Background: an optimization exercise with open tools, aiming at small area, a short achievable clock period and few clock cycles. Do not read the settings as production practice.
No run shown here included a check of the RTL's function; only the layout flow was run.
No activity file was given, so power comes from the tool's default toggle rates.

$ cat run.sh
#!/bin/bash
# synth_recipe.tcl (not shown) runs the flow's synth.tcl, then flattens the netlist and writes it again
# the make line also repeats each setting of config.mk as NAME=value (left out here)
make -C /OpenROAD-flow-scripts/flow DESIGN_CONFIG=/design/flow/config.mk WORK_HOME=/design/flow/orfs CLKGATE_MAP_FILE= SYNTH_SCRIPT=/design/flow/synth_recipe.tcl finish
$ cat config.mk
export PLATFORM = sky130hd
export DESIGN_NAME = euclidean_distance_unit
export DESIGN_NICKNAME = euclidean_distance_unit
export VERILOG_FILES = /design/flow/design.v
export SDC_FILE = /design/flow/constraint.sdc
export NUM_CORES = 4
export LEC_CHECK = 0
export CAP_MARGIN = 20
export CORE_MARGIN = 2
export CORE_UTILIZATION = 60
export PLACE_DENSITY = 0.75
export SETUP_SLACK_MARGIN = 5.0
export SLEW_MARGIN = 20
$ cat constraint.sdc
create_clock -name core_clock -period 8.0 [get_ports {clk}]
set_input_delay 1.6000 -clock core_clock [delete_from_list [all_inputs] [get_ports {clk}]]
set_output_delay 1.6000 -clock core_clock [all_outputs]
set_load 0.01 [all_outputs]
$ cat design.v
package edu_pkg;
    localparam int ELEM_W      = 16;             
    localparam int SQ_W        = 2 * ELEM_W;     
    localparam int ACC_W       = 46;             
    localparam int LO_W        = SQ_W;           
    localparam int HI_W        = ACC_W - LO_W;   
    localparam int ROOT_W      = ACC_W / 2;      
    localparam int REM_W       = ROOT_W + 1;     
    localparam int TDATA_IN_W  = 2 * ELEM_W;
    localparam int TDATA_OUT_W = ((ROOT_W + 7) / 8) * 8;
endpackage
module edu_sq_tree
(
    input  logic [16:0] d,
    output logic [33:0] row_s,
    output logic [33:0] row_c
);
    logic [15:0] u;
    logic        n;
    assign u = d[15:0];
    assign n = d[16];
    logic t1, t2, t3, t4, t5, t6, t7, t8, t9, t10, t11, t12, t13, t14, t15, t16, t17, t18, t19, t20, t21, t22, t23, t24, t25, t26, t27, t28, t29, t30, t31, t32, t33, t34, t35, t36, t37, t38, t39, t40, t41, t42, t43, t44, t45, t46, t47, t48, t49, t50, t51, t52, t53, t54, t55, t56, t57, t58, t59, t60, t61, t62, t63, t64, t65, t66, t67, t68, t69, t70, t71, t72, t73, t74, t75, t76, t77, t78, t79, t80, t81, t82, t83, t84, t85, t86, t87, t88, t89, t90, t91, t92, t93, t94, t95, t96, t97, t98, t99, t100, t101, t102, t103, t104, t105, t106, t107, t108, t109, t110, t111, t112, t113, t114, t115, t116, t117, t118, t119, t120, t121, t122, t123, t124, t125, t126, t127, t128, t129, t130, t131, t132, t133, t134, t135, t136, t137, t138, t139, t140, t141, t142, t143, t144, t145, t146, t147, t148, t149, t150, t151, t152, t153, t154, t155, t156, t157, t158, t159, t160, t161, t162, t163, t164, t165, t166, t167, t168, t169, t170, t171, t172, t173, t174, t175, t176, t177, t178, t179, t180, t181, t182, t183, t184, t185, t186, t187, t188, t189, t190, t191, t192, t193, t194, t195, t196, t197, t198, t199, t200, t201, t202, t203, t204, t205, t206, t207, t208, t209, t210;
    assign t1 = (u[0] & u[11]) ^ (u[1] & u[10]);
    assign t2 = (u[0] & u[11]) & (u[1] & u[10]);
    assign t3 = (u[0] & u[12]) ^ (u[1] & u[11]);
    assign t4 = (u[0] & u[12]) & (u[1] & u[11]);
    assign t5 = (u[0] & u[13]) ^ (u[1] & u[12]) ^ (u[2] & u[11]);
    assign t6 = ((u[0] & u[13]) & (u[1] & u[12])) | ((u[0] & u[13]) & (u[2] & u[11])) | ((u[1] & u[12]) & (u[2] & u[11]));
    assign t7 = (u[3] & u[10]) ^ (u[4] & u[9]);
    assign t8 = (u[3] & u[10]) & (u[4] & u[9]);
    assign t9 = (u[0] & u[14]) ^ (u[1] & u[13]) ^ (u[2] & u[12]);
    assign t10 = ((u[0] & u[14]) & (u[1] & u[13])) | ((u[0] & u[14]) & (u[2] & u[12])) | ((u[1] & u[13]) & (u[2] & u[12]));
    assign t11 = (u[3] & u[11]) ^ (u[4] & u[10]);
    assign t12 = (u[3] & u[11]) & (u[4] & u[10]);
    assign t13 = (u[0] & u[15]) ^ (u[1] & u[14]) ^ (u[2] & u[13]);
    assign t14 = ((u[0] & u[15]) & (u[1] & u[14])) | ((u[0] & u[15]) & (u[2] & u[13])) | ((u[1] & u[14]) & (u[2] & u[13]));
    assign t15 = (u[3] & u[12]) ^ (u[4] & u[11]) ^ (u[5] & u[10]);
    assign t16 = ((u[3] & u[12]) & (u[4] & u[11])) | ((u[3] & u[12]) & (u[5] & u[10])) | ((u[4] & u[11]) & (u[5] & u[10]));
    assign t17 = (u[6] & u[9]) ^ (u[7] & u[8]);
    assign t18 = (u[6] & u[9]) & (u[7] & u[8]);
    assign t19 = (u[1] & u[15]) ^ (u[2] & u[14]) ^ (u[3] & u[13]);
    assign t20 = ((u[1] & u[15]) & (u[2] & u[14])) | ((u[1] & u[15]) & (u[3] & u[13])) | ((u[2] & u[14]) & (u[3] & u[13]));
    assign t21 = (u[4] & u[12]) ^ (u[5] & u[11]) ^ (u[6] & u[10]);
    assign t22 = ((u[4] & u[12]) & (u[5] & u[11])) | ((u[4] & u[12]) & (u[6] & u[10])) | ((u[5] & u[11]) & (u[6] & u[10]));
    assign t23 = (u[7] & u[9]) ^ ~(n & u[0]) ^ 1'b1;
    assign t24 = ((u[7] & u[9]) & ~(n & u[0])) | ((u[7] & u[9]) & 1'b1) | (~(n & u[0]) & 1'b1);
    assign t25 = (u[2] & u[15]) ^ (u[3] & u[14]) ^ (u[4] & u[13]);
    assign t26 = ((u[2] & u[15]) & (u[3] & u[14])) | ((u[2] & u[15]) & (u[4] & u[13])) | ((u[3] & u[14]) & (u[4] & u[13]));
    assign t27 = (u[5] & u[12]) ^ (u[6] & u[11]) ^ (u[7] & u[10]);
    assign t28 = ((u[5] & u[12]) & (u[6] & u[11])) | ((u[5] & u[12]) & (u[7] & u[10])) | ((u[6] & u[11]) & (u[7] & u[10]));
    assign t29 = (u[8] & u[9]) ^ u[9] ^ ~(n & u[1]);
    assign t30 = ((u[8] & u[9]) & u[9]) | ((u[8] & u[9]) & ~(n & u[1])) | (u[9] & ~(n & u[1]));
    assign t31 = (u[3] & u[15]) ^ (u[4] & u[14]) ^ (u[5] & u[13]);
    assign t32 = ((u[3] & u[15]) & (u[4] & u[14])) | ((u[3] & u[15]) & (u[5] & u[13])) | ((u[4] & u[14]) & (u[5] & u[13]));
    assign t33 = (u[6] & u[12]) ^ (u[7] & u[11]) ^ (u[8] & u[10]);
    assign t34 = ((u[6] & u[12]) & (u[7] & u[11])) | ((u[6] & u[12]) & (u[8] & u[10])) | ((u[7] & u[11]) & (u[8] & u[10]));
    assign t35 = (u[4] & u[15]) ^ (u[5] & u[14]) ^ (u[6] & u[13]);
    assign t36 = ((u[4] & u[15]) & (u[5] & u[14])) | ((u[4] & u[15]) & (u[6] & u[13])) | ((u[5] & u[14]) & (u[6] & u[13]));
    assign t37 = (u[7] & u[12]) ^ (u[8] & u[11]) ^ (u[9] & u[10]);
    assign t38 = ((u[7] & u[12]) & (u[8] & u[11])) | ((u[7] & u[12]) & (u[9] & u[10])) | ((u[8] & u[11]) & (u[9] & u[10]));
    assign t39 = (u[5] & u[15]) ^ (u[6] & u[14]) ^ (u[7] & u[13]);
    assign t40 = ((u[5] & u[15]) & (u[6] & u[14])) | ((u[5] & u[15]) & (u[7] & u[13])) | ((u[6] & u[14]) & (u[7] & u[13]));
    assign t41 = (u[6] & u[15]) ^ (u[7] & u[14]) ^ (u[8] & u[13]);
    assign t42 = ((u[6] & u[15]) & (u[7] & u[14])) | ((u[6] & u[15]) & (u[8] & u[13])) | ((u[7] & u[14]) & (u[8] & u[13]));
    assign t43 = (u[0] & u[7]) ^ (u[1] & u[6]);
    assign t44 = (u[0] & u[7]) & (u[1] & u[6]);
    assign t45 = (u[0] & u[8]) ^ (u[1] & u[7]);
    assign t46 = (u[0] & u[8]) & (u[1] & u[7]);
    assign t47 = (u[0] & u[9]) ^ (u[1] & u[8]) ^ (u[2] & u[7]);
    assign t48 = ((u[0] & u[9]) & (u[1] & u[8])) | ((u[0] & u[9]) & (u[2] & u[7])) | ((u[1] & u[8]) & (u[2] & u[7]));
    assign t49 = (u[3] & u[6]) ^ (u[4] & u[5]);
    assign t50 = (u[3] & u[6]) & (u[4] & u[5]);
    assign t51 = (u[0] & u[10]) ^ (u[1] & u[9]) ^ (u[2] & u[8]);
    assign t52 = ((u[0] & u[10]) & (u[1] & u[9])) | ((u[0] & u[10]) & (u[2] & u[8])) | ((u[1] & u[9]) & (u[2] & u[8]));
    assign t53 = (u[3] & u[7]) ^ (u[4] & u[6]);
    assign t54 = (u[3] & u[7]) & (u[4] & u[6]);
    assign t55 = (u[2] & u[9]) ^ (u[3] & u[8]) ^ (u[4] & u[7]);
    assign t56 = ((u[2] & u[9]) & (u[3] & u[8])) | ((u[2] & u[9]) & (u[4] & u[7])) | ((u[3] & u[8]) & (u[4] & u[7]));
    assign t57 = (u[5] & u[6]) ^ u[6] ^ t1;
    assign t58 = ((u[5] & u[6]) & u[6]) | ((u[5] & u[6]) & t1) | (u[6] & t1);
    assign t59 = (u[2] & u[10]) ^ (u[3] & u[9]) ^ (u[4] & u[8]);
    assign t60 = ((u[2] & u[10]) & (u[3] & u[9])) | ((u[2] & u[10]) & (u[4] & u[8])) | ((u[3] & u[9]) & (u[4] & u[8]));
    assign t61 = (u[5] & u[7]) ^ t3 ^ t2;
    assign t62 = ((u[5] & u[7]) & t3) | ((u[5] & u[7]) & t2) | (t3 & t2);
    assign t63 = (u[5] & u[8]) ^ (u[6] & u[7]) ^ u[7];
    assign t64 = ((u[5] & u[8]) & (u[6] & u[7])) | ((u[5] & u[8]) & u[7]) | ((u[6] & u[7]) & u[7]);
    assign t65 = t5 ^ t7 ^ t4;
    assign t66 = (t5 & t7) | (t5 & t4) | (t7 & t4);
    assign t67 = (u[5] & u[9]) ^ (u[6] & u[8]) ^ t9;
    assign t68 = ((u[5] & u[9]) & (u[6] & u[8])) | ((u[5] & u[9]) & t9) | ((u[6] & u[8]) & t9);
    assign t69 = t11 ^ t6 ^ t8;
    assign t70 = (t11 & t6) | (t11 & t8) | (t6 & t8);
    assign t71 = u[8] ^ t13 ^ t15;
    assign t72 = (u[8] & t13) | (u[8] & t15) | (t13 & t15);
    assign t73 = t17 ^ t10 ^ t12;
    assign t74 = (t17 & t10) | (t17 & t12) | (t10 & t12);
    assign t75 = t19 ^ t21 ^ t23;
    assign t76 = (t19 & t21) | (t19 & t23) | (t21 & t23);
    assign t77 = t14 ^ t16 ^ t18;
    assign t78 = (t14 & t16) | (t14 & t18) | (t16 & t18);
    assign t79 = t25 ^ t27 ^ t29;
    assign t80 = (t25 & t27) | (t25 & t29) | (t27 & t29);
    assign t81 = t20 ^ t22 ^ t24;
    assign t82 = (t20 & t22) | (t20 & t24) | (t22 & t24);
    assign t83 = ~(n & u[2]) ^ t31 ^ t33;
    assign t84 = (~(n & u[2]) & t31) | (~(n & u[2]) & t33) | (t31 & t33);
    assign t85 = t26 ^ t28 ^ t30;
    assign t86 = (t26 & t28) | (t26 & t30) | (t28 & t30);
    assign t87 = u[10] ^ ~(n & u[3]) ^ t35;
    assign t88 = (u[10] & ~(n & u[3])) | (u[10] & t35) | (~(n & u[3]) & t35);
    assign t89 = t37 ^ t32 ^ t34;
    assign t90 = (t37 & t32) | (t37 & t34) | (t32 & t34);
    assign t91 = (u[8] & u[12]) ^ (u[9] & u[11]) ^ ~(n & u[4]);
    assign t92 = ((u[8] & u[12]) & (u[9] & u[11])) | ((u[8] & u[12]) & ~(n & u[4])) | ((u[9] & u[11]) & ~(n & u[4]));
    assign t93 = t39 ^ t36 ^ t38;
    assign t94 = (t39 & t36) | (t39 & t38) | (t36 & t38);
    assign t95 = (u[9] & u[12]) ^ (u[10] & u[11]) ^ u[11];
    assign t96 = ((u[9] & u[12]) & (u[10] & u[11])) | ((u[9] & u[12]) & u[11]) | ((u[10] & u[11]) & u[11]);
    assign t97 = ~(n & u[5]) ^ t41 ^ t40;
    assign t98 = (~(n & u[5]) & t41) | (~(n & u[5]) & t40) | (t41 & t40);
    assign t99 = (u[7] & u[15]) ^ (u[8] & u[14]) ^ (u[9] & u[13]);
    assign t100 = ((u[7] & u[15]) & (u[8] & u[14])) | ((u[7] & u[15]) & (u[9] & u[13])) | ((u[8] & u[14]) & (u[9] & u[13]));
    assign t101 = (u[10] & u[12]) ^ ~(n & u[6]) ^ t42;
    assign t102 = ((u[10] & u[12]) & ~(n & u[6])) | ((u[10] & u[12]) & t42) | (~(n & u[6]) & t42);
    assign t103 = (u[8] & u[15]) ^ (u[9] & u[14]) ^ (u[10] & u[13]);
    assign t104 = ((u[8] & u[15]) & (u[9] & u[14])) | ((u[8] & u[15]) & (u[10] & u[13])) | ((u[9] & u[14]) & (u[10] & u[13]));
    assign t105 = (u[11] & u[12]) ^ u[12] ^ ~(n & u[7]);
    assign t106 = ((u[11] & u[12]) & u[12]) | ((u[11] & u[12]) & ~(n & u[7])) | (u[12] & ~(n & u[7]));
    assign t107 = (u[9] & u[15]) ^ (u[10] & u[14]) ^ (u[11] & u[13]);
    assign t108 = ((u[9] & u[15]) & (u[10] & u[14])) | ((u[9] & u[15]) & (u[11] & u[13])) | ((u[10] & u[14]) & (u[11] & u[13]));
    assign t109 = (u[10] & u[15]) ^ (u[11] & u[14]) ^ (u[12] & u[13]);
    assign t110 = ((u[10] & u[15]) & (u[11] & u[14])) | ((u[10] & u[15]) & (u[12] & u[13])) | ((u[11] & u[14]) & (u[12] & u[13]));
    assign t111 = (u[0] & u[5]) ^ (u[1] & u[4]);
    assign t112 = (u[0] & u[5]) & (u[1] & u[4]);
    assign t113 = (u[0] & u[6]) ^ (u[1] & u[5]);
    assign t114 = (u[0] & u[6]) & (u[1] & u[5]);
    assign t115 = (u[2] & u[5]) ^ (u[3] & u[4]) ^ u[4];
    assign t116 = ((u[2] & u[5]) & (u[3] & u[4])) | ((u[2] & u[5]) & u[4]) | ((u[3] & u[4]) & u[4]);
    assign t117 = (u[2] & u[6]) ^ (u[3] & u[5]) ^ t45;
    assign t118 = ((u[2] & u[6]) & (u[3] & u[5])) | ((u[2] & u[6]) & t45) | ((u[3] & u[5]) & t45);
    assign t119 = u[5] ^ t47 ^ t49;
    assign t120 = (u[5] & t47) | (u[5] & t49) | (t47 & t49);
    assign t121 = t51 ^ t53 ^ t48;
    assign t122 = (t51 & t53) | (t51 & t48) | (t53 & t48);
    assign t123 = t55 ^ t57 ^ t52;
    assign t124 = (t55 & t57) | (t55 & t52) | (t57 & t52);
    assign t125 = t59 ^ t61 ^ t56;
    assign t126 = (t59 & t61) | (t59 & t56) | (t61 & t56);
    assign t127 = t63 ^ t65 ^ t60;
    assign t128 = (t63 & t65) | (t63 & t60) | (t65 & t60);
    assign t129 = t67 ^ t69 ^ t64;
    assign t130 = (t67 & t69) | (t67 & t64) | (t69 & t64);
    assign t131 = t71 ^ t73 ^ t68;
    assign t132 = (t71 & t73) | (t71 & t68) | (t73 & t68);
    assign t133 = t75 ^ t77 ^ t72;
    assign t134 = (t75 & t77) | (t75 & t72) | (t77 & t72);
    assign t135 = t79 ^ t81 ^ t76;
    assign t136 = (t79 & t81) | (t79 & t76) | (t81 & t76);
    assign t137 = t83 ^ t85 ^ t80;
    assign t138 = (t83 & t85) | (t83 & t80) | (t85 & t80);
    assign t139 = t87 ^ t89 ^ t84;
    assign t140 = (t87 & t89) | (t87 & t84) | (t89 & t84);
    assign t141 = t91 ^ t93 ^ t88;
    assign t142 = (t91 & t93) | (t91 & t88) | (t93 & t88);
    assign t143 = t95 ^ t97 ^ t92;
    assign t144 = (t95 & t97) | (t95 & t92) | (t97 & t92);
    assign t145 = t99 ^ t101 ^ t96;
    assign t146 = (t99 & t101) | (t99 & t96) | (t101 & t96);
    assign t147 = t103 ^ t105 ^ t100;
    assign t148 = (t103 & t105) | (t103 & t100) | (t105 & t100);
    assign t149 = ~(n & u[8]) ^ t107 ^ t104;
    assign t150 = (~(n & u[8]) & t107) | (~(n & u[8]) & t104) | (t107 & t104);
    assign t151 = u[13] ^ ~(n & u[9]) ^ t109;
    assign t152 = (u[13] & ~(n & u[9])) | (u[13] & t109) | (~(n & u[9]) & t109);
    assign t153 = (u[11] & u[15]) ^ (u[12] & u[14]) ^ ~(n & u[10]);
    assign t154 = ((u[11] & u[15]) & (u[12] & u[14])) | ((u[11] & u[15]) & ~(n & u[10])) | ((u[12] & u[14]) & ~(n & u[10]));
    assign t155 = (u[12] & u[15]) ^ (u[13] & u[14]) ^ u[14];
    assign t156 = ((u[12] & u[15]) & (u[13] & u[14])) | ((u[12] & u[15]) & u[14]) | ((u[13] & u[14]) & u[14]);
    assign t157 = (u[0] & u[3]) ^ (u[1] & u[2]);
    assign t158 = (u[0] & u[3]) & (u[1] & u[2]);
    assign t159 = (u[0] & u[4]) ^ (u[1] & u[3]);
    assign t160 = (u[0] & u[4]) & (u[1] & u[3]);
    assign t161 = (u[2] & u[3]) ^ u[3] ^ t111;
    assign t162 = ((u[2] & u[3]) & u[3]) | ((u[2] & u[3]) & t111) | (u[3] & t111);
    assign t163 = (u[2] & u[4]) ^ t113 ^ t112;
    assign t164 = ((u[2] & u[4]) & t113) | ((u[2] & u[4]) & t112) | (t113 & t112);
    assign t165 = t43 ^ t115 ^ t114;
    assign t166 = (t43 & t115) | (t43 & t114) | (t115 & t114);
    assign t167 = t44 ^ t117 ^ t116;
    assign t168 = (t44 & t117) | (t44 & t116) | (t117 & t116);
    assign t169 = t46 ^ t119 ^ t118;
    assign t170 = (t46 & t119) | (t46 & t118) | (t119 & t118);
    assign t171 = t50 ^ t121 ^ t120;
    assign t172 = (t50 & t121) | (t50 & t120) | (t121 & t120);
    assign t173 = t54 ^ t123 ^ t122;
    assign t174 = (t54 & t123) | (t54 & t122) | (t123 & t122);
    assign t175 = t58 ^ t125 ^ t124;
    assign t176 = (t58 & t125) | (t58 & t124) | (t125 & t124);
    assign t177 = t62 ^ t127 ^ t126;
    assign t178 = (t62 & t127) | (t62 & t126) | (t127 & t126);
    assign t179 = t66 ^ t129 ^ t128;
    assign t180 = (t66 & t129) | (t66 & t128) | (t129 & t128);
    assign t181 = t70 ^ t131 ^ t130;
    assign t182 = (t70 & t131) | (t70 & t130) | (t131 & t130);
    assign t183 = t74 ^ t133 ^ t132;
    assign t184 = (t74 & t133) | (t74 & t132) | (t133 & t132);
    assign t185 = t78 ^ t135 ^ t134;
    assign t186 = (t78 & t135) | (t78 & t134) | (t135 & t134);
    assign t187 = t82 ^ t137 ^ t136;
    assign t188 = (t82 & t137) | (t82 & t136) | (t137 & t136);
    assign t189 = t86 ^ t139 ^ t138;
    assign t190 = (t86 & t139) | (t86 & t138) | (t139 & t138);
    assign t191 = t90 ^ t141 ^ t140;
    assign t192 = (t90 & t141) | (t90 & t140) | (t141 & t140);
    assign t193 = t94 ^ t143 ^ t142;
    assign t194 = (t94 & t143) | (t94 & t142) | (t143 & t142);
    assign t195 = t98 ^ t145 ^ t144;
    assign t196 = (t98 & t145) | (t98 & t144) | (t145 & t144);
    assign t197 = t102 ^ t147 ^ t146;
    assign t198 = (t102 & t147) | (t102 & t146) | (t147 & t146);
    assign t199 = t106 ^ t149 ^ t148;
    assign t200 = (t106 & t149) | (t106 & t148) | (t149 & t148);
    assign t201 = t108 ^ t151 ^ t150;
    assign t202 = (t108 & t151) | (t108 & t150) | (t151 & t150);
    assign t203 = t110 ^ t153 ^ t152;
    assign t204 = (t110 & t153) | (t110 & t152) | (t153 & t152);
    assign t205 = ~(n & u[11]) ^ t155 ^ t154;
    assign t206 = (~(n & u[11]) & t155) | (~(n & u[11]) & t154) | (t155 & t154);
    assign t207 = (u[13] & u[15]) ^ ~(n & u[12]) ^ t156;
    assign t208 = ((u[13] & u[15]) & ~(n & u[12])) | ((u[13] & u[15]) & t156) | (~(n & u[12]) & t156);
    assign t209 = (u[14] & u[15]) ^ u[15] ^ ~(n & u[13]);
    assign t210 = ((u[14] & u[15]) & u[15]) | ((u[14] & u[15]) & ~(n & u[13])) | (u[15] & ~(n & u[13]));
    assign row_s = {1'b1, ~(n & u[15]), ~(n & u[14]), t209, t207, t205, t203, t201, t199, t197, t195, t193, t191, t189, t187, t185, t183, t181, t179, t177, t175, t173, t171, t169, t167, t165, t163, t161, t159, u[2], (u[0] & u[2]), (u[0] & u[1]), 1'b0, u[0]};
    assign row_c = {1'b0, n, t210, t208, t206, t204, t202, t200, t198, t196, t194, t192, t190, t188, t186, t184, t182, t180, t178, t176, t174, t172, t170, t168, t166, t164, t162, t160, t158, t157, 1'b0, u[1], 1'b0, 1'b0};
endmodule
module edu_root_top
(
    input  logic [7:0] x,
    output logic [3:0] root,
    output logic [4:0] rem
);
    always_comb
    begin
        case (x)
            8'd0: begin root = 4'd0; rem = 5'd0; end
            8'd1: begin root = 4'd1; rem = 5'd0; end
            8'd2: begin root = 4'd1; rem = 5'd1; end
            8'd3: begin root = 4'd1; rem = 5'd2; end
            8'd4: begin root = 4'd2; rem = 5'd0; end
            8'd5: begin root = 4'd2; rem = 5'd1; end
            8'd6: begin root = 4'd2; rem = 5'd2; end
            8'd7: begin root = 4'd2; rem = 5'd3; end
            8'd8: begin root = 4'd2; rem = 5'd4; end
            8'd9: begin root = 4'd3; rem = 5'd0; end
            8'd10: begin root = 4'd3; rem = 5'd1; end
            8'd11: begin root = 4'd3; rem = 5'd2; end
            8'd12: begin root = 4'd3; rem = 5'd3; end
            8'd13: begin root = 4'd3; rem = 5'd4; end
            8'd14: begin root = 4'd3; rem = 5'd5; end
            8'd15: begin root = 4'd3; rem = 5'd6; end
            8'd16: begin root = 4'd4; rem = 5'd0; end
            8'd17: begin root = 4'd4; rem = 5'd1; end
            8'd18: begin root = 4'd4; rem = 5'd2; end
            8'd19: begin root = 4'd4; rem = 5'd3; end
            8'd20: begin root = 4'd4; rem = 5'd4; end
            8'd21: begin root = 4'd4; rem = 5'd5; end
            8'd22: begin root = 4'd4; rem = 5'd6; end
            8'd23: begin root = 4'd4; rem = 5'd7; end
            8'd24: begin root = 4'd4; rem = 5'd8; end
            8'd25: begin root = 4'd5; rem = 5'd0; end
            8'd26: begin root = 4'd5; rem = 5'd1; end
            8'd27: begin root = 4'd5; rem = 5'd2; end
            8'd28: begin root = 4'd5; rem = 5'd3; end
            8'd29: begin root = 4'd5; rem = 5'd4; end
            8'd30: begin root = 4'd5; rem = 5'd5; end
            8'd31: begin root = 4'd5; rem = 5'd6; end
            8'd32: begin root = 4'd5; rem = 5'd7; end
            8'd33: begin root = 4'd5; rem = 5'd8; end
            8'd34: begin root = 4'd5; rem = 5'd9; end
            8'd35: begin root = 4'd5; rem = 5'd10; end
            8'd36: begin root = 4'd6; rem = 5'd0; end
            8'd37: begin root = 4'd6; rem = 5'd1; end
            8'd38: begin root = 4'd6; rem = 5'd2; end
            8'd39: begin root = 4'd6; rem = 5'd3; end
            8'd40: begin root = 4'd6; rem = 5'd4; end
            8'd41: begin root = 4'd6; rem = 5'd5; end
            8'd42: begin root = 4'd6; rem = 5'd6; end
            8'd43: begin root = 4'd6; rem = 5'd7; end
            8'd44: begin root = 4'd6; rem = 5'd8; end
            8'd45: begin root = 4'd6; rem = 5'd9; end
            8'd46: begin root = 4'd6; rem = 5'd10; end
            8'd47: begin root = 4'd6; rem = 5'd11; end
            8'd48: begin root = 4'd6; rem = 5'd12; end
            8'd49: begin root = 4'd7; rem = 5'd0; end
            8'd50: begin root = 4'd7; rem = 5'd1; end
            8'd51: begin root = 4'd7; rem = 5'd2; end
            8'd52: begin root = 4'd7; rem = 5'd3; end
            8'd53: begin root = 4'd7; rem = 5'd4; end
            8'd54: begin root = 4'd7; rem = 5'd5; end
            8'd55: begin root = 4'd7; rem = 5'd6; end
            8'd56: begin root = 4'd7; rem = 5'd7; end
            8'd57: begin root = 4'd7; rem = 5'd8; end
            8'd58: begin root = 4'd7; rem = 5'd9; end
            8'd59: begin root = 4'd7; rem = 5'd10; end
            8'd60: begin root = 4'd7; rem = 5'd11; end
            8'd61: begin root = 4'd7; rem = 5'd12; end
            8'd62: begin root = 4'd7; rem = 5'd13; end
            8'd63: begin root = 4'd7; rem = 5'd14; end
            8'd64: begin root = 4'd8; rem = 5'd0; end
            8'd65: begin root = 4'd8; rem = 5'd1; end
            8'd66: begin root = 4'd8; rem = 5'd2; end
            8'd67: begin root = 4'd8; rem = 5'd3; end
            8'd68: begin root = 4'd8; rem = 5'd4; end
            8'd69: begin root = 4'd8; rem = 5'd5; end
            8'd70: begin root = 4'd8; rem = 5'd6; end
            8'd71: begin root = 4'd8; rem = 5'd7; end
            8'd72: begin root = 4'd8; rem = 5'd8; end
            8'd73: begin root = 4'd8; rem = 5'd9; end
            8'd74: begin root = 4'd8; rem = 5'd10; end
            8'd75: begin root = 4'd8; rem = 5'd11; end
            8'd76: begin root = 4'd8; rem = 5'd12; end
            8'd77: begin root = 4'd8; rem = 5'd13; end
            8'd78: begin root = 4'd8; rem = 5'd14; end
            8'd79: begin root = 4'd8; rem = 5'd15; end
            8'd80: begin root = 4'd8; rem = 5'd16; end
            8'd81: begin root = 4'd9; rem = 5'd0; end
            8'd82: begin root = 4'd9; rem = 5'd1; end
            8'd83: begin root = 4'd9; rem = 5'd2; end
            8'd84: begin root = 4'd9; rem = 5'd3; end
            8'd85: begin root = 4'd9; rem = 5'd4; end
            8'd86: begin root = 4'd9; rem = 5'd5; end
            8'd87: begin root = 4'd9; rem = 5'd6; end
            8'd88: begin root = 4'd9; rem = 5'd7; end
            8'd89: begin root = 4'd9; rem = 5'd8; end
            8'd90: begin root = 4'd9; rem = 5'd9; end
            8'd91: begin root = 4'd9; rem = 5'd10; end
            8'd92: begin root = 4'd9; rem = 5'd11; end
            8'd93: begin root = 4'd9; rem = 5'd12; end
            8'd94: begin root = 4'd9; rem = 5'd13; end
            8'd95: begin root = 4'd9; rem = 5'd14; end
            8'd96: begin root = 4'd9; rem = 5'd15; end
            8'd97: begin root = 4'd9; rem = 5'd16; end
            8'd98: begin root = 4'd9; rem = 5'd17; end
            8'd99: begin root = 4'd9; rem = 5'd18; end
            8'd100: begin root = 4'd10; rem = 5'd0; end
            8'd101: begin root = 4'd10; rem = 5'd1; end
            8'd102: begin root = 4'd10; rem = 5'd2; end
            8'd103: begin root = 4'd10; rem = 5'd3; end
            8'd104: begin root = 4'd10; rem = 5'd4; end
            8'd105: begin root = 4'd10; rem = 5'd5; end
            8'd106: begin root = 4'd10; rem = 5'd6; end
            8'd107: begin root = 4'd10; rem = 5'd7; end
            8'd108: begin root = 4'd10; rem = 5'd8; end
            8'd109: begin root = 4'd10; rem = 5'd9; end
            8'd110: begin root = 4'd10; rem = 5'd10; end
            8'd111: begin root = 4'd10; rem = 5'd11; end
            8'd112: begin root = 4'd10; rem = 5'd12; end
            8'd113: begin root = 4'd10; rem = 5'd13; end
            8'd114: begin root = 4'd10; rem = 5'd14; end
            8'd115: begin root = 4'd10; rem = 5'd15; end
            8'd116: begin root = 4'd10; rem = 5'd16; end
            8'd117: begin root = 4'd10; rem = 5'd17; end
            8'd118: begin root = 4'd10; rem = 5'd18; end
            8'd119: begin root = 4'd10; rem = 5'd19; end
            8'd120: begin root = 4'd10; rem = 5'd20; end
            8'd121: begin root = 4'd11; rem = 5'd0; end
            8'd122: begin root = 4'd11; rem = 5'd1; end
            8'd123: begin root = 4'd11; rem = 5'd2; end
            8'd124: begin root = 4'd11; rem = 5'd3; end
            8'd125: begin root = 4'd11; rem = 5'd4; end
            8'd126: begin root = 4'd11; rem = 5'd5; end
            8'd127: begin root = 4'd11; rem = 5'd6; end
            8'd128: begin root = 4'd11; rem = 5'd7; end
            8'd129: begin root = 4'd11; rem = 5'd8; end
            8'd130: begin root = 4'd11; rem = 5'd9; end
            8'd131: begin root = 4'd11; rem = 5'd10; end
            8'd132: begin root = 4'd11; rem = 5'd11; end
            8'd133: begin root = 4'd11; rem = 5'd12; end
            8'd134: begin root = 4'd11; rem = 5'd13; end
            8'd135: begin root = 4'd11; rem = 5'd14; end
            8'd136: begin root = 4'd11; rem = 5'd15; end
            8'd137: begin root = 4'd11; rem = 5'd16; end
            8'd138: begin root = 4'd11; rem = 5'd17; end
            8'd139: begin root = 4'd11; rem = 5'd18; end
            8'd140: begin root = 4'd11; rem = 5'd19; end
            8'd141: begin root = 4'd11; rem = 5'd20; end
            8'd142: begin root = 4'd11; rem = 5'd21; end
            8'd143: begin root = 4'd11; rem = 5'd22; end
            8'd144: begin root = 4'd12; rem = 5'd0; end
            8'd145: begin root = 4'd12; rem = 5'd1; end
            8'd146: begin root = 4'd12; rem = 5'd2; end
            8'd147: begin root = 4'd12; rem = 5'd3; end
            8'd148: begin root = 4'd12; rem = 5'd4; end
            8'd149: begin root = 4'd12; rem = 5'd5; end
            8'd150: begin root = 4'd12; rem = 5'd6; end
            8'd151: begin root = 4'd12; rem = 5'd7; end
            8'd152: begin root = 4'd12; rem = 5'd8; end
            8'd153: begin root = 4'd12; rem = 5'd9; end
            8'd154: begin root = 4'd12; rem = 5'd10; end
            8'd155: begin root = 4'd12; rem = 5'd11; end
            8'd156: begin root = 4'd12; rem = 5'd12; end
            8'd157: begin root = 4'd12; rem = 5'd13; end
            8'd158: begin root = 4'd12; rem = 5'd14; end
            8'd159: begin root = 4'd12; rem = 5'd15; end
            8'd160: begin root = 4'd12; rem = 5'd16; end
            8'd161: begin root = 4'd12; rem = 5'd17; end
            8'd162: begin root = 4'd12; rem = 5'd18; end
            8'd163: begin root = 4'd12; rem = 5'd19; end
            8'd164: begin root = 4'd12; rem = 5'd20; end
            8'd165: begin root = 4'd12; rem = 5'd21; end
            8'd166: begin root = 4'd12; rem = 5'd22; end
            8'd167: begin root = 4'd12; rem = 5'd23; end
            8'd168: begin root = 4'd12; rem = 5'd24; end
            8'd169: begin root = 4'd13; rem = 5'd0; end
            8'd170: begin root = 4'd13; rem = 5'd1; end
            8'd171: begin root = 4'd13; rem = 5'd2; end
            8'd172: begin root = 4'd13; rem = 5'd3; end
            8'd173: begin root = 4'd13; rem = 5'd4; end
            8'd174: begin root = 4'd13; rem = 5'd5; end
            8'd175: begin root = 4'd13; rem = 5'd6; end
            8'd176: begin root = 4'd13; rem = 5'd7; end
            8'd177: begin root = 4'd13; rem = 5'd8; end
            8'd178: begin root = 4'd13; rem = 5'd9; end
            8'd179: begin root = 4'd13; rem = 5'd10; end
            8'd180: begin root = 4'd13; rem = 5'd11; end
            8'd181: begin root = 4'd13; rem = 5'd12; end
            8'd182: begin root = 4'd13; rem = 5'd13; end
            8'd183: begin root = 4'd13; rem = 5'd14; end
            8'd184: begin root = 4'd13; rem = 5'd15; end
            8'd185: begin root = 4'd13; rem = 5'd16; end
            8'd186: begin root = 4'd13; rem = 5'd17; end
            8'd187: begin root = 4'd13; rem = 5'd18; end
            8'd188: begin root = 4'd13; rem = 5'd19; end
            8'd189: begin root = 4'd13; rem = 5'd20; end
            8'd190: begin root = 4'd13; rem = 5'd21; end
            8'd191: begin root = 4'd13; rem = 5'd22; end
            8'd192: begin root = 4'd13; rem = 5'd23; end
            8'd193: begin root = 4'd13; rem = 5'd24; end
            8'd194: begin root = 4'd13; rem = 5'd25; end
            8'd195: begin root = 4'd13; rem = 5'd26; end
            8'd196: begin root = 4'd14; rem = 5'd0; end
            8'd197: begin root = 4'd14; rem = 5'd1; end
            8'd198: begin root = 4'd14; rem = 5'd2; end
            8'd199: begin root = 4'd14; rem = 5'd3; end
            8'd200: begin root = 4'd14; rem = 5'd4; end
            8'd201: begin root = 4'd14; rem = 5'd5; end
            8'd202: begin root = 4'd14; rem = 5'd6; end
            8'd203: begin root = 4'd14; rem = 5'd7; end
            8'd204: begin root = 4'd14; rem = 5'd8; end
            8'd205: begin root = 4'd14; rem = 5'd9; end
            8'd206: begin root = 4'd14; rem = 5'd10; end
            8'd207: begin root = 4'd14; rem = 5'd11; end
            8'd208: begin root = 4'd14; rem = 5'd12; end
            8'd209: begin root = 4'd14; rem = 5'd13; end
            8'd210: begin root = 4'd14; rem = 5'd14; end
            8'd211: begin root = 4'd14; rem = 5'd15; end
            8'd212: begin root = 4'd14; rem = 5'd16; end
            8'd213: begin root = 4'd14; rem = 5'd17; end
            8'd214: begin root = 4'd14; rem = 5'd18; end
            8'd215: begin root = 4'd14; rem = 5'd19; end
            8'd216: begin root = 4'd14; rem = 5'd20; end
            8'd217: begin root = 4'd14; rem = 5'd21; end
            8'd218: begin root = 4'd14; rem = 5'd22; end
            8'd219: begin root = 4'd14; rem = 5'd23; end
            8'd220: begin root = 4'd14; rem = 5'd24; end
            8'd221: begin root = 4'd14; rem = 5'd25; end
            8'd222: begin root = 4'd14; rem = 5'd26; end
            8'd223: begin root = 4'd14; rem = 5'd27; end
            8'd224: begin root = 4'd14; rem = 5'd28; end
            8'd225: begin root = 4'd15; rem = 5'd0; end
            8'd226: begin root = 4'd15; rem = 5'd1; end
            8'd227: begin root = 4'd15; rem = 5'd2; end
            8'd228: begin root = 4'd15; rem = 5'd3; end
            8'd229: begin root = 4'd15; rem = 5'd4; end
            8'd230: begin root = 4'd15; rem = 5'd5; end
            8'd231: begin root = 4'd15; rem = 5'd6; end
            8'd232: begin root = 4'd15; rem = 5'd7; end
            8'd233: begin root = 4'd15; rem = 5'd8; end
            8'd234: begin root = 4'd15; rem = 5'd9; end
            8'd235: begin root = 4'd15; rem = 5'd10; end
            8'd236: begin root = 4'd15; rem = 5'd11; end
            8'd237: begin root = 4'd15; rem = 5'd12; end
            8'd238: begin root = 4'd15; rem = 5'd13; end
            8'd239: begin root = 4'd15; rem = 5'd14; end
            8'd240: begin root = 4'd15; rem = 5'd15; end
            8'd241: begin root = 4'd15; rem = 5'd16; end
            8'd242: begin root = 4'd15; rem = 5'd17; end
            8'd243: begin root = 4'd15; rem = 5'd18; end
            8'd244: begin root = 4'd15; rem = 5'd19; end
            8'd245: begin root = 4'd15; rem = 5'd20; end
            8'd246: begin root = 4'd15; rem = 5'd21; end
            8'd247: begin root = 4'd15; rem = 5'd22; end
            8'd248: begin root = 4'd15; rem = 5'd23; end
            8'd249: begin root = 4'd15; rem = 5'd24; end
            8'd250: begin root = 4'd15; rem = 5'd25; end
            8'd251: begin root = 4'd15; rem = 5'd26; end
            8'd252: begin root = 4'd15; rem = 5'd27; end
            8'd253: begin root = 4'd15; rem = 5'd28; end
            8'd254: begin root = 4'd15; rem = 5'd29; end
            8'd255: begin root = 4'd15; rem = 5'd30; end
            default: begin root = '0; rem = '0; end
        endcase
    end
endmodule
module euclidean_distance_unit
(
    input  logic                              clk,
    input  logic                              rst_n,
    input  logic                              s_axis_tvalid,
    output logic                              s_axis_tready,
    input  logic [edu_pkg::TDATA_IN_W-1:0]    s_axis_tdata,
    input  logic                              s_axis_tlast,
    output logic                              m_axis_tvalid,
    input  logic                              m_axis_tready,
    output logic [edu_pkg::TDATA_OUT_W-1:0]   m_axis_tdata,
    output logic                              m_axis_tuser
);
    localparam int EW    = edu_pkg::ELEM_W;
    localparam int AW    = edu_pkg::ACC_W;
    localparam int LW    = edu_pkg::LO_W;
    localparam int HW    = edu_pkg::HI_W;
    localparam int RW    = edu_pkg::ROOT_W;
    localparam int MW    = edu_pkg::REM_W;
    localparam int FB    = 4;                    
    localparam int KL    = 0;                    
    localparam int BW    = AW - 2 * FB;          
    localparam int RADW  = BW - 2 * KL;          
    localparam int STEPS = RW - FB - KL;         
    localparam int TW    = LW + 2;               
    logic              rdy_reg;
    logic              accept;
    logic [EW:0]       diff;
    logic [EW:0]       da_reg;
    logic              va_reg, lasta_reg;
    assign accept = s_axis_tvalid && rdy_reg;
    assign diff   = {s_axis_tdata[EW-1], s_axis_tdata[EW-1:0]}
                  - {s_axis_tdata[2*EW-1], s_axis_tdata[2*EW-1:EW]};
    always_ff @(posedge clk)
    begin
        da_reg    <= diff;
        lasta_reg <= s_axis_tlast;
    end
    logic [TW-1:0]     row_s, row_c;
    logic [TW-1:0]     rsb_reg, rcb_reg;
    logic              vb_reg, lastb_reg;
    edu_sq_tree u_sq
    (
        .d     (da_reg),
        .row_s (row_s),
        .row_c (row_c)
    );
    always_ff @(posedge clk)
    begin
        rsb_reg   <= row_s;
        rcb_reg   <= row_c;
        lastb_reg <= lasta_reg;
    end
    logic [TW-1:0]     sq;
    logic [LW:0]       sqq_reg;
    logic              vq_reg, lastq_reg;
    assign sq = rsb_reg + rcb_reg;
    always_ff @(posedge clk)
    begin
        sqq_reg   <= vb_reg ? sq[LW:0] : '0;
        lastq_reg <= lastb_reg;
    end
    logic [LW-1:0]     lo_reg;
    logic [HW-1:0]     hi_reg;
    logic              cy_reg, ovf_reg;
    logic              first_reg;    
    logic              clr_reg;      
    logic              full_reg;     
    logic [LW:0]       lo_sum;
    logic [HW:0]       hi_inc;
    logic              load;
    assign lo_sum = {1'b0, clr_reg ? '0 : lo_reg} + sqq_reg;
    always_comb
    begin
        for (int i = 0; i < HW; i++)
            hi_inc[i] = hi_reg[i] ^ (cy_reg && ((hi_reg & HW'((1 << i) - 1)) == HW'((1 << i) - 1)));
        hi_inc[HW] = cy_reg && (&hi_reg);
    end
    always_ff @(posedge clk)
        clr_reg <= vb_reg && (vq_reg ? lastq_reg : first_reg);
    always_ff @(posedge clk)
    begin
        lo_reg  <= lo_sum[LW-1:0];
        cy_reg  <= lo_sum[LW];
        hi_reg  <= clr_reg ? '0 : hi_inc[HW-1:0];
        ovf_reg <= clr_reg ? 1'b0 : (ovf_reg || hi_inc[HW]);
    end
    logic              busy_reg, valid_reg, sat_reg;
    logic [4:0]        cnt_reg;
    logic [RADW-1:0]   rad_reg;
    logic [MW-1:0]     rem_reg;
    logic [RW-1:0]     root_reg;
    logic              free, finish;
    logic              bufv_reg, bsat_reg, move;
    logic [BW-1:0]     bsum_reg;
    logic [FB-1:0]     broot_reg;
    logic [FB:0]       brem_reg;
    logic [AW-1:0]     sum_c;        
    logic              sat_c;
    logic [FB-1:0]     root_t;
    logic [FB:0]       rem_t;
    assign sum_c = {hi_inc[HW-1:0], lo_reg};
    assign sat_c = ovf_reg || hi_inc[HW];
    edu_root_top u_top
    (
        .x    (sum_c[AW-1 -: 2*FB]),
        .root (root_t),
        .rem  (rem_t)
    );
    assign move = full_reg && (!bufv_reg || load);
    always_ff @(posedge clk)
    begin
        if (move)
        begin
            bsum_reg  <= sum_c[BW-1:0];
            broot_reg <= root_t | {FB{sat_c}};
            brem_reg  <= rem_t;
            bsat_reg  <= sat_c;
        end
    end
    function automatic logic [MW+RW-1:0] root_step
        (input logic [MW-1:0] rem, input logic [RW-1:0] root,
         input logic [1:0] bits, input logic force1);
        logic [MW+1:0] rs, dd;
        logic          f;
        rs = {rem, bits};
        dd = rs - (MW+2)'({root, 2'b01});
        f  = !dd[MW+1] || force1;
        root_step = {f ? dd[MW-1:0] : rs[MW-1:0], root[RW-2:0], f};
    endfunction
    logic [MW-1:0]     rem_l, rem_n;
    logic [RW-1:0]     root_l, root_n;
    for (genvar k = 0; k <= KL; k++)
    begin : g_ld
        localparam int J = FB + k;               
        logic [J-1:0]  root;
        logic [J:0]    rem;
        if (k == 0)
        begin : g_first
            assign root = broot_reg;
            assign rem  = brem_reg;
        end
        else
        begin : g_step
            logic [J+1:0] rs, dd;
            logic         f;
            assign rs   = {g_ld[k-1].rem, bsum_reg[BW-1-2*(k-1) -: 2]};
            assign dd   = rs - (J+2)'({g_ld[k-1].root, 2'b01});
            assign f    = !dd[J+1] || bsat_reg;
            assign rem  = f ? dd[J:0] : rs[J:0];
            assign root = {g_ld[k-1].root, f};
        end
    end
    assign rem_l  = MW'(g_ld[KL].rem);
    assign root_l = RW'(g_ld[KL].root);
    always_comb
        {rem_n, root_n} = root_step(rem_reg, root_reg,
                                    rad_reg[RADW-1 -: 2], sat_reg);
    assign free   = (!busy_reg && !valid_reg) || (valid_reg && m_axis_tready);
    assign load   = bufv_reg && free;
    assign finish = busy_reg && (cnt_reg == '0);
    always_ff @(posedge clk)
    begin
        if (load)
        begin
            rad_reg  <= bsum_reg[RADW-1:0];
            rem_reg  <= rem_l;
            root_reg <= root_l;
            sat_reg  <= bsat_reg;
        end
        else
        begin
            rad_reg  <= {rad_reg[RADW-3:0], 2'b00};
            rem_reg  <= rem_n;
            if (busy_reg)
                root_reg <= root_n;
        end
    end
    logic       rdy_next;
    function automatic logic ready_next(input logic mr, input logic lt);
        logic       fr, ld, mv, idle;
        logic [2:0] pend;
        fr   = (!busy_reg && !valid_reg) || (valid_reg && mr);
        ld   = bufv_reg && fr;
        mv   = full_reg && (!bufv_reg || ld);
        pend = 3'((bufv_reg && !ld) || mv) + 3'(full_reg && !mv)
             + 3'(vq_reg && lastq_reg) + 3'(vb_reg && lastb_reg)
             + 3'(va_reg && lasta_reg) + 3'(lt);
        idle = !ld && !(busy_reg && !finish)
            && !(finish || (valid_reg && !mr));
        ready_next = (pend <= 3'd1) || ((pend == 3'd2) && idle);
    endfunction
    always_comb
    begin
        logic r00, r01, r10, r11;
        r00 = ready_next(1'b0, 1'b0);
        r01 = ready_next(1'b0, 1'b1);
        r10 = ready_next(1'b1, 1'b0);
        r11 = ready_next(1'b1, 1'b1);
        if (accept && s_axis_tlast)
            rdy_next = m_axis_tready ? r11 : r01;
        else
            rdy_next = m_axis_tready ? r10 : r00;
    end
    always_ff @(posedge clk or negedge rst_n)
    begin
        if (!rst_n)
        begin
            rdy_reg   <= 1'b0;
            va_reg    <= 1'b0;
            vb_reg    <= 1'b0;
            vq_reg    <= 1'b0;
            first_reg <= 1'b1;
            full_reg  <= 1'b0;
            bufv_reg  <= 1'b0;
            busy_reg  <= 1'b0;
            valid_reg <= 1'b0;
            cnt_reg   <= '0;
        end
        else
        begin
            rdy_reg   <= rdy_next;
            va_reg    <= accept;
            vb_reg    <= va_reg;
            vq_reg    <= vb_reg;
            if (vq_reg)
                first_reg <= lastq_reg;
            full_reg  <= (full_reg && !move) || (vq_reg && lastq_reg);
            bufv_reg  <= (bufv_reg && !load) || move;
            if (load)
            begin
                busy_reg <= 1'b1;
                cnt_reg  <= 5'(STEPS - 1);
            end
            else if (busy_reg)
            begin
                cnt_reg  <= cnt_reg - 1'b1;
                if (finish)
                    busy_reg <= 1'b0;
            end
            if (finish)
                valid_reg <= 1'b1;
            else if (m_axis_tready)
                valid_reg <= 1'b0;
        end
    end
    assign s_axis_tready = rdy_reg;
    assign m_axis_tvalid = valid_reg;
    assign m_axis_tdata  = edu_pkg::TDATA_OUT_W'(root_reg);
    assign m_axis_tuser  = sat_reg;
endmodule
==> results of run 1 <==
[layer usage]
metal	wire [um]	part of all wire, %	vias up	global-route usage, %
met1	20300	44	7594	36.3
met3	2920	6.3	88	3.16
li1	-	-	7550	-
met5	0	0	-	0
met2	22100	48	568	45.1
met4	867	1.9	0	6.91
[cell usage in the layout, fill, tap and decap left out, types with 27 or more instances in the layout]
cell             n
o21ai_0         82
nor2_1         133
dlygate4sd2_1   34
inv_1          161
ha_1           115
fa_1            86
buf_4           78
dfxtp_1        214
a21o_1          42
xor2_1          31
nor3_1          27
xnor2_1         78
mux2i_1         31
edfxtp_1        53
nor2b_1         51
nand3_1         33
nand2_1        261
clkbuf_16       42
and2_1         126
a21oi_1         98
[layout make-up]
type / count / area share, %
Tap cell: 402 / 2.17
Multi-Input combinational cell: 1570 / 53.1
Timing Repair Buffer: 160 / 7.07
Clock buffer: 50 / 4.41
Inverter: 181 / 3.02
Sequential cell: 311 / 29.7
Clock inverter: 13 / 0.469
[power by group]
part | switching (W) | total [W] | internal (W)
clock network | 0.000644 | 0.00155 | 0.000903
logic | 0.00324 | 0.00597 | 0.00273
registers | 0.000402 | 0.00274 | 0.00234
[how the worst max path moves through the flow]
stage	start	slack, ns	cells past startpoint	end
final	s_axis_tdata[0]	4.75	14	da_reg[14]$_DFF_P_
after global routing	s_axis_tdata[0]	4.69	14	da_reg[14]$_DFF_P_
after CTS	s_axis_tdata[0]	4.65	14	da_reg[14]$_DFF_P_
after detailed placement	s_axis_tdata[0]	3.41	13	da_reg[14]$_DFF_P_
after global placement	s_axis_tdata[0]	3.58	13	da_reg[14]$_DFF_P_
after floorplan	s_axis_tdata[0]	4.48	12	da_reg[14]$_DFF_P_
[repair_timing]
item | 4_1_cts | 5_1_grt
buffers inserted | 41 | 34
gates cloned | 4 | 6
endpoints found under the hold margin | 0 | 0
gates resized for setup | 193 | 120
endpoints found under the setup margin | 170 | 96
pin swaps | 52 | 53
[cells by family (layout without fill, tap and decap cells)]
kind of cell / Yosys count / after routing
AO/OA/AOI/OAI: 431 / 431
XOR/XNOR: 119 / 119
adder cells (fa/ha/maj): 234 / 234
buffers and inverters: 273 / 404
flip-flops: 311 / 311
multiplexers: 33 / 33
other: 1 / 1
AND/OR/NAND/NOR: 752 / 752
[critical path, delay by kind of cell]
family          cells  cell delay (ns)
fa+ha+maj           2             0.34
simple gates        3             0.19
compound gates      6             1.19
buf+inv             3             0.30
[stage by stage]
step	area (um^2)	setup WS, ns	util (%)	hold WS [ns]	power (W)
2_1_floorplan	19400	4.48	-	0.324	0.00669
4_1_cts	22400	4.65	70.7	0.365	0.00976
6_report	23200	4.75	73.4	0.362	0.0103
3_3_place_gp	20300	3.58	64.1	0.338	0.00774
5_1_grt	23200	4.69	73.4	0.376	0.0112
3_5_place_dp	20300	3.41	64.1	0.354	0.00795
==> impl_metrics.toml, run 1 <==
[synthesis]
syn-num-nets = 2422
avgSynthCellArea_um2 = 8.96
synth-adder-area-share_pct = 18.6
synth-simple-area-share_pct = 18.9
yosys_warnings = 2
yosysUniqueCellTypes = 81
synth-edff-count = 53
syn_area_um2 = 19300
synth-seq-cells = 311
ys.flop_type = "dfxtp_1"
async_flop_share_pct = 4.50
synthMuxAreaShare_pct = 1.71
synthCells = 2154
synth_top_area_share_pct = 25.3
synth_xor_area_share_pct = 5.40
synth_top_family_by_area = "simple AND/OR/NAND/NOR gates"
seq_area_frac_synth_pct = 35.4
synth_common_cells = "263 x nand2_1, 244 x dfxtp_1, 179 x inv_1"
synth_most_common_cell = "nand2_1"
yosys.area.top_type = "dfxtp_1"
synth_compound_area_share_pct = 14.7
synthTopCellsByArea = "dfxtp_1 25%, fa_1 9.2%, ha_1 9.2%, edfxtp_1 8.2%, nand2_1 5.1%"

[pwr]
leakage_nw = 10.6
cellPowerDensity_nw_per_um2 = 441
ir_drop_mv = 0.204

[critical_path]
reg2regPathDepth = 12
cp-start-kind = "input port"
cp_max_fo = 3
r2r_start = "busy_reg$_DFF_PN0_"
crit_required_ns = 8.38
worst_setup_path_end_kind = "flop"
r2r_slack_ns = 4.95
cp_cell_sequence = "buf_8 -> inv_8 -> ha_4 -> fa_2 -> nor2b_4 -> o21ai_4 -> a21boi_4 -> o211ai_1 -> a21oi_2 -> a2111oi_4 -> nor3_2 -> buf_4 -> a2111oi_4 -> nor3_2"
slowest_stage = "a2111oi_4"
r2r_end = "rdy_reg$_DFF_PN0_"
crit_type = "in2reg"
critical_path.max_stage_delay_ns = 0.31
crit_arrival_ns = 3.64

[drt]
antenna_left = 0
totalWireLength_um = 46200
drc_errors = 0
wl_per_cell_um = 17.2
vias = 15800
firstDrtPassIters = 6
drtIter0Drc = 1293
vias_per_cell = 5.88

[global_route]
grtUsageTotal_pct = 26.6
grt_remaining_overflow = 0
grt_pass1_wl_um = 74100
antenna_found_initial = 0
grt_pass1_vias = 15338
grt_start_max_net_pins = 49

[sta]
fin_crit_ns = 3.25
skew_ns = 0.0223
slew_headroom_pct = 35.1
hold_viol = 0
setup-violations-final = 0
tightest_slew_ns = 0.966
clock.fmax_mhz = 308
fin_crit_sh_pct = 40.6
rsz0062_at_grt = "true"
finalMaxSlewViolations = 0
fin_setup_tns_ns = 0

[clock_tree]
cts.clk_slew.worst_paths_ns = 0.06
cts_max_path_buffers = 3
clock-root-buffer = "clkbuf_16"
cts_sinks = 311
clock_latency_ns = 0.53
htreeDepth = 2
cts_tree = "done"
cts_inserted_buffers = 35
hold_buffers = 0

[run_status]
outcome = "finished clean"

[cells_and_area]
regArea_um2 = 6910
num-fill-cells = 2241
final_net_count = 2527
area_delta_synth_final_pct = 20.3
layout-drive-gt1-share_pct = 15.1
multiInputGateArea_um2 = 12300
diodes = 0
instances_no_fill = 2687

[min_path]
hold_depth = 0
hold_class = "reg2reg"
worstHoldStart = "lasta_reg$_DFF_P_"
min_to = "lastb_reg$_DFF_P_"

[die]
die_h_um = 183
fp-row-count = 65
start_util_pct = 61.0
die_x_um = 183
coreArea_um2 = 31600
dieArea_um2 = 33600
ioPinCount = 64

[placed_design]
io_buffer_count = 62
placed_cells = 2539
dp_hpwl_um = 29800
gp_congestion = 0.894

[job]
maxCapViolations = 0
==> inputs of run 2 (changes only) <==
--- a/config.mk
+++ b/config.mk
@@ -10,4 +10,4 @@
 export CORE_UTILIZATION = 60
 export PLACE_DENSITY = 0.75
-export SETUP_SLACK_MARGIN = 5.0
+export SETUP_SLACK_MARGIN = 4.6
 export SLEW_MARGIN = 20
==> impl_metrics.toml, run 2 <==
[global_route]
grt_pass1_vias = 14789
grt_remaining_overflow = 0
grt_start_max_net_pins = 56
grt_pass1_wl_um = 70900
grtUsageTotal_pct = 25.3
antenna_found_initial = 0

[synthesis]
syn_area_um2 = 19300
avgSynthCellArea_um2 = 8.96
yosysUniqueCellTypes = 81
synth_most_common_cell = "nand2_1"
synth-edff-count = 53
syn-num-nets = 2422
yosys.area.top_type = "dfxtp_1"
synthTopCellsByArea = "dfxtp_1 25%, fa_1 9.2%, ha_1 9.2%, edfxtp_1 8.2%, nand2_1 5.1%"
synth_top_area_share_pct = 25.3
ys.flop_type = "dfxtp_1"
yosys_warnings = 2
seq_area_frac_synth_pct = 35.4
synthCells = 2154
synth-seq-cells = 311
async_flop_share_pct = 4.50
synth_common_cells = "263 x nand2_1, 244 x dfxtp_1, 179 x inv_1"

[sta]
rsz0062_at_grt = "true"
clock.fmax_mhz = 304
skew_ns = 0.0165
finalMaxSlewViolations = 0
fin_crit_ns = 3.29
fin_setup_tns_ns = 0
slew_headroom_pct = 30.6
setup-violations-final = 0
fin_crit_sh_pct = 41.1
tightest_slew_ns = 1.03
hold_viol = 0

[drt]
wl_met2_um = 19800
wl_per_cell_um = 16.3
antenna_left = 0
routed.top_layer = "met4"
met1_length_um = 19900
drtIter0Drc = 1127
firstDrtPassIters = 8
vias_per_cell = 5.79
wl_met3_um = 2460
drc_errors = 0
totalWireLength_um = 42700
vias = 15222

[critical_path]
cp_cell_sequence = "clkdlybuf4s50_1 -> inv_1 -> ha_1 -> or3_1 -> a2111oi_2 -> nor3_1 -> buf_4 -> a2111oi_4 -> nor3_2"
crit_type = "in2reg"
crit_required_ns = 8.40
r2r_slack_ns = 4.71
cp_max_fo = 5
cp-start-kind = "input port"
crit_buf_inv = 3
critical_path.max_stage_delay_ns = 0.45
critical-path-top-delay-family = "compound AO/OA/AOI/OAI gates"
worst_setup_path_end_kind = "flop"
crit_arrival_ns = 3.70
slowest_stage = "clkdlybuf4s50_1"

[clock_tree]
cts_max_path_buffers = 3
cts_tree = "done"
cts_inserted_buffers = 35
cts.clk_slew.worst_paths_ns = 0.07
clock-root-buffer = "clkbuf_16"
htreeDepth = 2
hold_buffers = 0
clock_latency_ns = 0.52
cts_sinks = 311

[die]
start_util_pct = 61.0
die_h_um = 183
die_x_um = 183
dieArea_um2 = 33600
coreArea_um2 = 31600
ioPinCount = 64
fp-row-count = 65

[cells_and_area]
area_delta_synth_final_pct = 13.3
instances_no_fill = 2627
final_net_count = 2466
final_cell_mix = "262 x nand2_1, 240 x dfxtp_1, 173 x inv_1"
layout-drive-gt1-share_pct = 7.19
layout_commonest_cell = "nand2_1"
finalInstanceArea_um2 = 21900

[pwr]
ir_drop_mv = 0.194
leakage_nw = 9.95
cellPowerDensity_nw_per_um2 = 443

[placed_design]
placed_area_um2 = 20300
io_buffer_count = 62
placed_cells = 2541
dp_hpwl_um = 29500
gp_congestion = 0.943

[run_status]
outcome = "finished clean"

[job]
maxCapViolations = 0

[min_path]
hold_class = "reg2reg"
## run 2: changes by cell type in the layout (fill, tap and decap cells not counted), moves of 14 or more
| cell | change |
|---|---|
| ha_1 | +18 |
| buf_4 | -46 |
| dfxtp_1 | +26 |
| ha_4 | -14 |
| clkdlybuf4s50_1 | +38 |
| dfxtp_4 | -14 |
| dlygate4sd2_1 | -29 |
## run 2: worst paths after layout
path | start | end | depth (start not counted)
max | s_axis_tdata[27] | da_reg[14]$_DFF_P_ | 9
min | lastb_reg$_DFF_P_ | lastq_reg$_DFF_P_ | 0
max reg2reg | clr_reg$_DFF_P_ | lo_reg[25]$_DFF_P_ | 12
min reg2reg | lastb_reg$_DFF_P_ | lastq_reg$_DFF_P_ | 0
max in group asynchronous | rst_n | vb_reg$_DFF_PN0_ | 1
min in group asynchronous | rst_n | full_reg$_DFF_PN0_ | 1
## run 2: timing repair
| item | 4_1_cts | 5_1_grt |
|---|---|---|
| buffers inserted | 10 | 11 |
| gates cloned | 0 | 1 |
| endpoints found under the setup margin | 36 | 21 |
| pin swaps | 14 | 12 |
| gates resized for setup | 53 | 32 |
## run 2: worst register-to-register path, stage by stage (launching register included)
cell,delay (ns)
dfxtp_2,0.43
buf_12,0.19
nor2b_1,0.08
ha_1,0.32
and4b_1,0.22
o211ai_2,0.17
a21oi_1,0.14
or4b_1,0.58
a31oi_4,0.28
o211ai_2,0.14
a221o_1,0.37
a21oi_1,0.18
xnor2_1,0.13
## run 2: final cells by class
type,count,area (um^2)
fill,2450,9760
antenna,1,2.50
tap,402,503
clock buffer,44,930
inverter,181,691
clock inverter,19,235
sequential,311,6840
multi-input combinational,1570,11700
timing repair buffer,99,938
## run 2: per-stage QoR
step	utilization (%)	power [W]	setup slack (ns)	hold slack, ns
floorplan	-	0.00667	4.48	0.324
global placement	64.1	0.00774	3.56	0.333
detailed placement	64.1	0.00792	3.44	0.338
CTS	68.4	0.00964	4.51	0.358
global route	69.1	0.0106	4.52	0.373
finish	69.2	0.00969	4.71	0.366
## run 2: layer usage
| layer | up-vias | global-route usage [%] |
|---|---|---|
| li1 | 7416 | - |
| met1 | 7244 | 35.6 |
| met2 | 502 | 41.5 |
| met3 | 60 | 3.18 |
| met4 | 0 | 6.24 |
| met5 | - | 0 |
## run 2: logic make-up (layout without fill, tap and decap cells)
family | after synthesis | count (layout) | synth area share [%]
AOI/OAI and AO/OA | 431 | 431 | 14.7
and+or+nand+nor | 752 | 752 | 18.9
other | 1 | 2 | 0.0194
adders and majority gates | 234 | 234 | 18.6
muxes | 33 | 33 | 1.71
DFF | 311 | 311 | 35.4
buffers and inverters | 273 | 343 | 5.35
xor gates and xnor gates | 119 | 119 | 5.40
## run 2: where the power goes
part,internal (W),switching (W),leakage [nW],total (W)
logic,0.00236,0.00300,6.71,0.00536
registers,0.00232,0.000395,2.69,0.00272
clock network,0.000966,0.000653,0.545,0.00162
==> inputs of run 3 (changes only) <==
--- a/config.mk
+++ b/config.mk
@@ -10,4 +10,4 @@
 export CORE_UTILIZATION = 60
 export PLACE_DENSITY = 0.75
-export SETUP_SLACK_MARGIN = 4.6
+export SETUP_SLACK_MARGIN = 4.0
 export SLEW_MARGIN = 20
==> impl_metrics.toml, run 3 <==
[run_status]
outcome = "finished clean"

[pwr]
leakage_nw = 9.81
clockPowerShare_pct = 16.3
p_comb_share_pct = 55.3
p_sw_w = 0.00401
switching_share_pct = 42.0
intPower_w = 0.00553
cellPowerDensity_nw_per_um2 = 445
seq_power_share_pct = 28.5
ir_drop_mv = 0.184
design_power_total_w = 0.00953

[sta]
skew_ns = 0.0172
fin_crit_ns = 3.92
finalMaxSlewViolations = 0
tightest_slew_ns = 1.11
rsz0062_at_grt = "true"
worst_slack_ns = 4.08
clock.fmax_mhz = 255
slew_headroom_pct = 25.7
hold_viol = 0
whs_ns = 0.366
fin_crit_sh_pct = 49.0
setup-violations-final = 0
fin_setup_tns_ns = 0

[synthesis]
ys.flop_type = "dfxtp_1"
async_flop_share_pct = 4.50
synthTopCellsByArea = "dfxtp_1 25%, fa_1 9.2%, ha_1 9.2%, edfxtp_1 8.2%, nand2_1 5.1%"
synth-edff-count = 53
synth_top_area_share_pct = 25.3
yosysUniqueCellTypes = 81
synth-seq-cells = 311
yosys_warnings = 2
syn-num-nets = 2422
seq_area_frac_synth_pct = 35.4
synth_most_common_cell = "nand2_1"
synth_common_cells = "263 x nand2_1, 244 x dfxtp_1, 179 x inv_1"
avgSynthCellArea_um2 = 8.96
yosys.area.top_type = "dfxtp_1"
synthCells = 2154
syn_area_um2 = 19300

[clock_tree]
cts.clk_slew.worst_paths_ns = 0.06
htreeDepth = 2
cts_sinks = 311
clock_latency_ns = 0.53
cts_tree = "done"
cts_max_path_buffers = 3
clock-root-buffer = "clkbuf_16"
cts_inserted_buffers = 35

[die]
start_util_pct = 61.0
coreArea_um2 = 31600
fp-row-count = 65
die_x_um = 183
die_h_um = 183
ioPinCount = 64
dieArea_um2 = 33600

[min_path]
worstHoldStart = "lastb_reg$_DFF_P_"
hold_class = "reg2reg"

[cells_and_area]
final_net_count = 2449
area_delta_synth_final_pct = 11.0
layout_commonest_cell = "nand2_1"
layout-drive-gt1-share_pct = 4.80
num-fill-cells = 2510
diodes = 0
final_cell_mix = "262 x nand2_1, 244 x dfxtp_1, 178 x inv_1"
instances_no_fill = 2610

[drt]
totalWireLength_um = 41800
vias = 15110
drtIter0Drc = 1194
firstDrtPassIters = 5
drc_errors = 0
vias_per_cell = 5.79
antenna_left = 0
wl_per_cell_um = 16.0

[global_route]
grt_remaining_overflow = 0
antenna_found_initial = 1
grtUsageTotal_pct = 25.2
grt_pass1_wl_um = 70800
grt_start_max_net_pins = 61
grt_pass1_vias = 14824

[critical_path]
crit_buf_inv = 3
cp_max_fo = 3
critPathCapture = "da_reg[14]$_DFF_P_"
r2r_slack_ns = 4.23
crit_type = "in2reg"
cp-start-kind = "input port"
worstSetupPathDepth = 13
r2r_end = "brem_reg[3]$_DFFE_PP_"
critical-path-top-delay-family = "compound AO/OA/AOI/OAI gates"
worst_setup_path_end_kind = "flop"
crit_required_ns = 8.39
cp_cell_sequence = "clkdlybuf4s50_1 -> inv_1 -> ha_1 -> nor2b_1 -> o21ai_0 -> a21boi_1 -> o211ai_1 -> a21oi_2 -> a2111oi_2 -> nor3_1 -> buf_4 -> a2111oi_2 -> nor3_1"
cp-startpoint = "s_axis_tdata[18]"
crit_arrival_ns = 4.32
r2r_start = "hi_reg[8]$_SDFF_PP0_"
critical_path.max_stage_delay_ns = 0.45
reg2regPathDepth = 12
slowest_stage = "clkdlybuf4s50_1"

[placed_design]
place_ws_ns = 3.37
io_buffer_count = 62
placed_cells = 2539
gp_congestion = 0.947
dp_hpwl_um = 29500

[job]
maxCapViolations = 0
run 3: cell types whose count changed in the layout (fill, tap and decap cells not counted), sizes merged, moves of 2 or more:
cell and change:
buf -18, clkdlybuf4s50 +10, clkinv +5, dlygate4sd2 -5, clkdlybuf4s15 -3, bufinv -2
run 3: through the flow:
step           utilization [%]  area (um^2)
3_3_place_gp              63.9        20200
2_1_floorplan                -        19300
6_report                  67.7        21400
3_5_place_dp              63.9        20200
5_1_grt                   67.7        21400
4_1_cts                   67.5        21400
run 3: worst min-delay path by stage:
| stage | to | depth (start not counted) |
|---|---|---|
| after floorplan | lastq_reg$_DFF_P_ | 0 |
| after CTS | lastq_reg$_DFF_P_ | 0 |
| final | lastq_reg$_DFF_P_ | 0 |
| after detailed placement | lastq_reg$_DFF_P_ | 0 |
| after global routing | lastq_reg$_DFF_P_ | 0 |
| after global placement | lastq_reg$_DFF_P_ | 0 |
run 3: power groups by stage:
stage               logic, W  registers, W  clock network [W]
global route         0.00600       0.00278            0.00165
finish               0.00527       0.00271            0.00155
CTS                  0.00524       0.00271            0.00158
global placement     0.00501       0.00272                  0
detailed placement   0.00518       0.00274                  0
floorplan            0.00409       0.00258                  0
run 3: kinds of logic after synthesis:
logic type	Yosys count	synth area share [%]
other	1	0.0194
adder cells (fa/ha/maj)	234	18.6
flip-flops	311	35.4
XOR/XNOR	119	5.40
AND/OR/NAND/NOR	752	18.9
multiplexers	33	1.71
AO/OA/AOI/OAI	431	14.7
buffers and inverters	273	5.35
run 3: cell type report:
| cell class | count | area (um^2) | share of cell area [%] |
|---|---|---|---|
| Timing Repair Buffer | 82 | 774 | 3.61 |
| Clock buffer | 44 | 930 | 4.34 |
| Multi-Input combinational cell | 1570 | 11500 | 53.8 |
| Clock inverter | 20 | 198 | 0.922 |
| Sequential cell | 311 | 6830 | 31.9 |
| Tap cell | 402 | 503 | 2.35 |
| Inverter | 181 | 679 | 3.17 |
run 3: repair_timing:
item                                    in CTS  in global routing
gates resized for setup                      2                  9
endpoints found under the setup margin       3                 14
hold buffers                                 0                  0
setup buffers                                2                  5
pin swaps                                    1                  2
run 3: metal layers:
| layer | part of all wire, % | wire (um) | track usage (%) |
|---|---|---|---|
| met1 | 46 | 19400 | 35.1 |
| met2 | 46 | 19200 | 41.4 |
| met3 | 6.1 | 2540 | 4.47 |
| met4 | 1.6 | 680 | 5.50 |
| met5 | 0.036 | 15 | 0 |

==> what the ideal ports hide <==
The flow's constraints put no driver on any port. The routed layouts listed below were extracted and timed again, unchanged, in two steps. Step 1, drivers: a clkbuf_16 drives clk and a buf_2 each remaining input, both assumed. Step 2 times the ports against the registers' clock, not the clock port: input delays grow and output delays shrink by t, the midpoint of the rising clock arrivals with the driver on. Slacks: ideal ports / drivers / drivers and shift; pairs: ideal ports / drivers.
| run | t (ns) | slack for setup (ns) | clock arrival spread, ns |
|---|---|---|---|
| run 1 | 0.567 | 4.749 / 4.758 / 4.191 | 0.024 / 0.023 |
| run 2 | 0.564 | 4.709 / 4.710 / 4.174 | 0.016 / 0.017 |
| run 3 | 0.564 | 4.077 / 4.102 / 3.538 | 0.019 / 0.019 |
After both steps setup and hold are still met in every run listed. The setup slack of run 1, which loses most, moves by +0.009 ns with the drivers and by -0.558 ns with both steps.
